This is an optimization exercise on Yosys and OpenROAD, whose aim is small area and few clock cycles, not a production implementation.
In this exercise RTL edits were held to simulation tests only and were not proved equivalent to the original.
Power and IR drop assume default switching activity.

==> flow/design.v <==
module ro_quant_pack_writer #(
    parameter int IN_W   = 192,
    parameter int OUT_W  = 128,
    parameter int ADDR_W = 32
) (
    input  logic              clk,
    input  logic              rst_n,
    input  logic              s_config_valid,
    output logic              s_config_ready,
    input  logic [31:0]       s_config_data,
    input  logic              s_valid,
    input  logic [IN_W-1:0]   s_data,
    output logic              s_ready,
    output logic              cmd_valid,
    input  logic              cmd_ready,
    output logic [ADDR_W-1:0] cmd_addr,
    output logic [15:0]       cmd_len,
    output logic              m_valid,
    output logic [OUT_W-1:0]  m_data,
    output logic              m_last,
    input  logic              m_ready,
    output logic              done,
    output logic [1:0]        status
);
    logic [1:0]          cidx_q;       
    logic [11:0]         w_q, h_q;
    logic [4:0]          sh_q;
    logic                relu_q;
    logic [12:0]         g_q;
    logic [ADDR_W-1:0]   addr_q;
    logic                ben_q;        
    logic [11:0]         rem_q;        
    logic [12:0]         grp_q;
    logic [11:0]         line_q;
    logic [7:0]          tile_q;
    logic [63:0]         hold_q;       
    logic                sp_q;         
    logic                splast_q;     
    logic                cdone_q;      
    logic                act_q;        
    logic                pend_q;       
    logic                jl_word, odd, seg_end, job_last, cmd_ok, cmd_acc, m_acc, beat_acc, cfg_acc;
    logic                w0_acc, w1_acc, w2_acc, word_last_acc;
    logic [63:0]         q_pix;
    logic [11:0]         half_w;
    logic [15:0]         shm;
    function automatic logic [7:0] quant(input logic [23:0] x, input logic [4:0] sh,
                                         input logic [15:0] m, input logic relu,
                                         input logic zero);
        logic [40:0] w;
        logic [22:0] v1;
        logic [10:0] v2;
        logic [7:0]  z, y;
        logic [6:0]  lo;
        logic        sg, rb, fits, c7, sat;
        sg = x[23];
        w  = {{16{sg}}, x, 1'b0};
        for (int j = 0; j < 23; j++) v1[j] = sh[4] ? w[j+16] : w[j];
        for (int j = 0; j < 11; j++) v2[j] = v1[j + 4*sh[3:2]];
        for (int j = 0; j < 8; j++)  z[j]  = v2[j + sh[1:0]];
        rb   = z[0];
        fits = sg ? ~|(~x[22:7] & m) : ~|(x[22:7] & m);
        {c7, lo} = {1'b0, z[7:1]} + {7'd0, rb};
        sat  = !fits || (!sg && c7);
        if ((relu && sg) || zero) y = 8'h00;
        else if (sat)             y = {sg, {7{~sg}}};
        else                      y = {sg ^ c7, lo};
        quant = y;
    endfunction
    always_comb begin
        for (int j = 0; j < 16; j++) shm[j] = !sh_q[4] && (5'(j) >= sh_q);
    end
    always_comb begin
        q_pix = '0;
        for (int unsigned i = 0; i < 8; i++)
            q_pix[63-8*i -: 8] = quant(s_data[IN_W-1-24*i -: 24], sh_q, shm, relu_q, sp_q);
    end
    assign odd      = w_q[0] ^ rem_q[0];           
    assign seg_end  = (rem_q == 12'd1);
    assign job_last = seg_end && (grp_q == 13'd1) && (line_q == 12'd1) && (tile_q == 8'd1);
    assign cmd_valid = act_q && !cdone_q;
    assign cmd_acc   = cmd_valid && cmd_ready;
    assign jl_word   = sp_q ? splast_q : job_last;
    assign cmd_ok    = cdone_q || (cmd_acc && !jl_word);
    assign m_valid  = cmd_ok && (sp_q || (s_valid && ben_q && odd));
    assign m_data   = {hold_q, q_pix};
    assign m_last   = sp_q || seg_end;
    assign m_acc    = m_valid && m_ready;
    assign word_last_acc = m_acc && m_last;
    assign done     = word_last_acc && jl_word;
    assign s_ready  = ben_q && (odd ? (m_ready && cmd_ok) : !sp_q);
    assign beat_acc = s_valid && s_ready;
    always_comb begin
        case (cidx_q)
            2'd0:    s_config_ready = ben_q ? (beat_acc && job_last && !sp_q && cmd_ok)
                                            : (!act_q || cmd_ok);
            2'd1:    s_config_ready = 1'b1;
            2'd2:    s_config_ready = 1'b1;
            default: s_config_ready = 1'b0;
        endcase
    end
    assign cfg_acc = s_config_valid && s_config_ready;
    assign w0_acc  = cfg_acc && (cidx_q == 2'd0);
    assign w1_acc  = cfg_acc && (cidx_q == 2'd1);
    assign w2_acc  = cfg_acc && (cidx_q == 2'd2);
    assign half_w   = w_q[11:1] + {11'd0, w_q[0]};
    assign cmd_addr = addr_q;
    assign cmd_len  = {half_w, 4'b0000};
    assign status   = !act_q ? 2'd0 : done ? 2'd3 : cmd_valid ? 2'd1 : 2'd2;
    always_ff @(posedge clk) begin
        if (!rst_n) begin
            cidx_q   <= '0;
            ben_q    <= 1'b0;
            sp_q     <= 1'b0;
            cdone_q  <= 1'b0;
            act_q    <= 1'b0;
            pend_q   <= 1'b0;
        end else begin
            if (cfg_acc) cidx_q <= (cidx_q == 2'd2) ? 2'd0 : cidx_q + 2'd1;
            if (w1_acc) ben_q <= 1'b1;
            else if (beat_acc && job_last) ben_q <= 1'b0;
            if (beat_acc && !odd && seg_end) sp_q <= 1'b1;
            else if (sp_q && m_acc) sp_q <= 1'b0;
            if (word_last_acc) cdone_q <= 1'b0;
            else if (cmd_acc) cdone_q <= 1'b1;
            act_q  <= w2_acc || pend_q || (act_q && !done);
            pend_q <= act_q && !done && (pend_q || w2_acc);
        end
    end
    always_ff @(posedge clk) begin
        if (beat_acc && !odd) begin
            hold_q   <= q_pix;
            splast_q <= job_last;
        end
        if (w2_acc) addr_q <= s_config_data[ADDR_W-1:0];
        else if (cmd_acc) addr_q <= addr_q + ADDR_W'({half_w, 4'b0000});
        if (w0_acc) begin
            w_q    <= s_config_data[11:0];
            h_q    <= s_config_data[23:12];
            sh_q   <= s_config_data[28:24];
            relu_q <= s_config_data[29];
        end
        if (w1_acc || beat_acc)
            rem_q <= (w1_acc || seg_end) ? w_q : rem_q - 12'd1;
        if (w1_acc || (beat_acc && seg_end && grp_q == 13'd1))
            line_q <= (w1_acc || line_q == 12'd1) ? h_q : line_q - 12'd1;
        if (w1_acc) begin
            g_q    <= s_config_data[23:11];
            grp_q  <= s_config_data[23:11];
            tile_q <= s_config_data[7:0];
        end else if (beat_acc && seg_end) begin
            if (grp_q == 13'd1) begin
                grp_q <= g_q;
                if (line_q == 12'd1) tile_q <= tile_q - 8'd1;
            end else begin
                grp_q <= grp_q - 13'd1;
            end
        end
    end
endmodule
Settings: LEC_CHECK=0, CAP_MARGIN=20, CORE_MARGIN=2, CORE_UTILIZATION=60, PLACE_DENSITY=0.7, SLEW_MARGIN=20; clock period 10.0 ns.
standard.sh (not shown) runs the stock make flow with config.mk's settings and CLKGATE_MAP_FILE= SYNTH_SCRIPT=/design/flow/synth_recipe.tcl, a recipe that flattens the netlist after the stock synthesis.
==> flow/flow/run.sh <==
#!/bin/bash
# The standard layout with two changes:
#  - after the standard synthesis, ABC re-maps the combinational logic between the unchanged
#    flip-flops for area (flow/remap.abc); the result is used only if ABC proves it equivalent
#    to the standard netlist, with every flip-flop cut into an input (Q) and outputs (D, DE);
#  - the port buffers use the smallest buffer cell.
# Each tool writes its full output to a log file of its own in this folder.
set -euo pipefail
W=$PWD
F=$W/flow
R=$W/orfs/results/$FLOW_PLATFORM/ro_quant_pack_writer/base
L=$W/orfs/logs/$FLOW_PLATFORM/ro_quant_pack_writer/base
LIB=$FLOW_HOME/platforms/$FLOW_PLATFORM/lib/sky130_fd_sc_hd__tt_025C_1v80.lib
BIN=$FLOW_HOME/../tools/install/yosys/bin
export BUFFER_PORTS_ARGS="-buffer_cell sky130_fd_sc_hd__buf_1"

bash standard.sh synth > standard_synth.log 2>&1
cp $R/1_2_yosys.v std_synth.v

remap() {
    local du
    du=$(grep -o -- "-dont_use [^ ]*" $L/1_2_yosys.log | sort -u | tr '\n' ' ')
    cat > remap.ys <<EOT
read_liberty -ignore_miss_func $LIB
read_verilog $W/std_synth.v
hierarchy -top $FLOW_TOP
setattr -mod -set keep_hierarchy 1 sky130_fd_sc_hd__edfxtp_1 sky130_fd_sc_hd__dfxtp_1
flatten
opt_clean
abc -script $F/remap.abc -liberty $LIB $du
splitnets
opt_clean -purge
hilomap -singleton -hicell sky130_fd_sc_hd__conb_1 HI -locell sky130_fd_sc_hd__conb_1 LO
stat -liberty $LIB
select $FLOW_TOP
write_verilog -noattr -nohex -nodec -selected $W/remap_synth.v
EOT
    $BIN/yosys -s remap.ys > remap_yosys.log 2>&1 || return 1
    python3 $F/cutff.py std_synth.v cut_gold.v gold > cut.log 2>&1 || return 1
    python3 $F/cutff.py remap_synth.v cut_gate.v gate >> cut.log 2>&1 || return 1
    for n in gold gate; do
        cat > cut_$n.ys <<EOT
read_liberty -ignore_miss_func $LIB
read_verilog cut_$n.v
hierarchy -top $n
flatten
opt_clean
write_blif -impltf cut_$n.blif
EOT
        $BIN/yosys -s cut_$n.ys > cut_${n}_yosys.log 2>&1 || return 1
    done
    $BIN/yosys-abc -c "cec -n cut_gold.blif cut_gate.blif" > cec.log 2>&1 || return 1
    grep -q "Networks are equivalent" cec.log || return 1
    # the flip-flops must be the standard synthesis's, by name and cell
    diff <(grep -oE "sky130_fd_sc_hd__e?dfxtp_[0-9]+ +[^ ]+" std_synth.v | sort) \
         <(grep -oE "sky130_fd_sc_hd__e?dfxtp_[0-9]+ +[^ ]+" remap_synth.v | sort) > ff_diff.log || return 1
    return 0
}

if remap; then
    echo "remapped netlist used" > remap_status.log
    cp remap_synth.v $R/1_2_yosys.v
    touch $R/1_2_yosys.v
else
    echo "remap failed or not proved; standard netlist used" > remap_status.log
fi

bash standard.sh > standard.log 2>&1
Other scripts of this flow, unchanged in this note and not shown: flow/flow/cutff.py, flow/flow/remap.abc
Testbench counts at the start, summed over its fixed seeds: cycles 16,570.
Change:
Settings changed: CAP_MARGIN 20 to 5, SLEW_MARGIN 20 to 5.
=>
- area after synthesis does not change
- clock skew barely changes
- setup slack improved by 0.049 ns
Change:
--- a/flow/flow/run.sh
+++ b/flow/flow/run.sh
@@ -5,3 +5,4 @@
 #    to the standard netlist, with every flip-flop cut into an input (Q) and outputs (D, DE);
-#  - the port buffers use the smallest buffer cell.
+#  - the port buffers use the smallest buffer cell;
+#  - the clock tree's register-cluster buffers are clkbuf_4 under a clkbuf_16 root.
 # Each tool writes its full output to a log file of its own in this folder.
@@ -15,2 +16,4 @@
 export BUFFER_PORTS_ARGS="-buffer_cell sky130_fd_sc_hd__buf_1"
+# clock tree: a strong root buffer, small buffers at the register clusters
+export CTS_ARGS="-sink_clustering_enable -repair_clock_nets -root_buf sky130_fd_sc_hd__clkbuf_16 -buf_list {sky130_fd_sc_hd__clkbuf_4 sky130_fd_sc_hd__clkbuf_8 sky130_fd_sc_hd__clkbuf_16} -sink_clustering_buffer sky130_fd_sc_hd__clkbuf_4"
 
Settings changed: CAP_MARGIN 5 to 20, SLEW_MARGIN 5 to 20.
Effect:
- final area hardly moves
- worst hold slack stays flat
- via count grows slightly
- routed wire length went up slightly
- synthesized area does not change
- cell count hardly moves
- power increases slightly
- sequential cell count is unchanged
- setup slack is worse by 0.049 ns
- non-clock buffer count grows by 1
- die area stays the same

## static timing again, ports no longer ideal
The results above use ideal ports. As a check the final layouts listed here were re-extracted and re-timed, cells and wires unchanged. Step 1, drivers: a clkbuf_16 drives clk and a buf_2 each remaining input, both assumed. Step 2 times the ports against the registers' clock, not the clock port: input delays grow and output delays shrink by t, the midpoint of the rising clock arrivals with the driver on. Three values: no drivers, after step 1, after step 2; two values: the first two.
| run | shift t [ns] | setup slack, ns | clock arrival spread, ns | worst register clock-pin slew, ns | worst data-port slew with drivers (ns) |
|---|---|---|---|---|---|
| the first run | 0.506 | 0.948 / 0.893 / 0.973 | 0.022 / 0.022 | 0.10 / 0.10 | 0.10 |
| the second run | 0.512 | 0.997 / 0.944 / 1.072 | 0.019 / 0.019 | 0.10 / 0.10 | 0.10 |
| the third run | 0.506 | 0.948 / 0.893 / 0.973 | 0.022 / 0.022 | 0.10 / 0.10 | 0.10 |
After both steps every run listed still meets setup and hold.
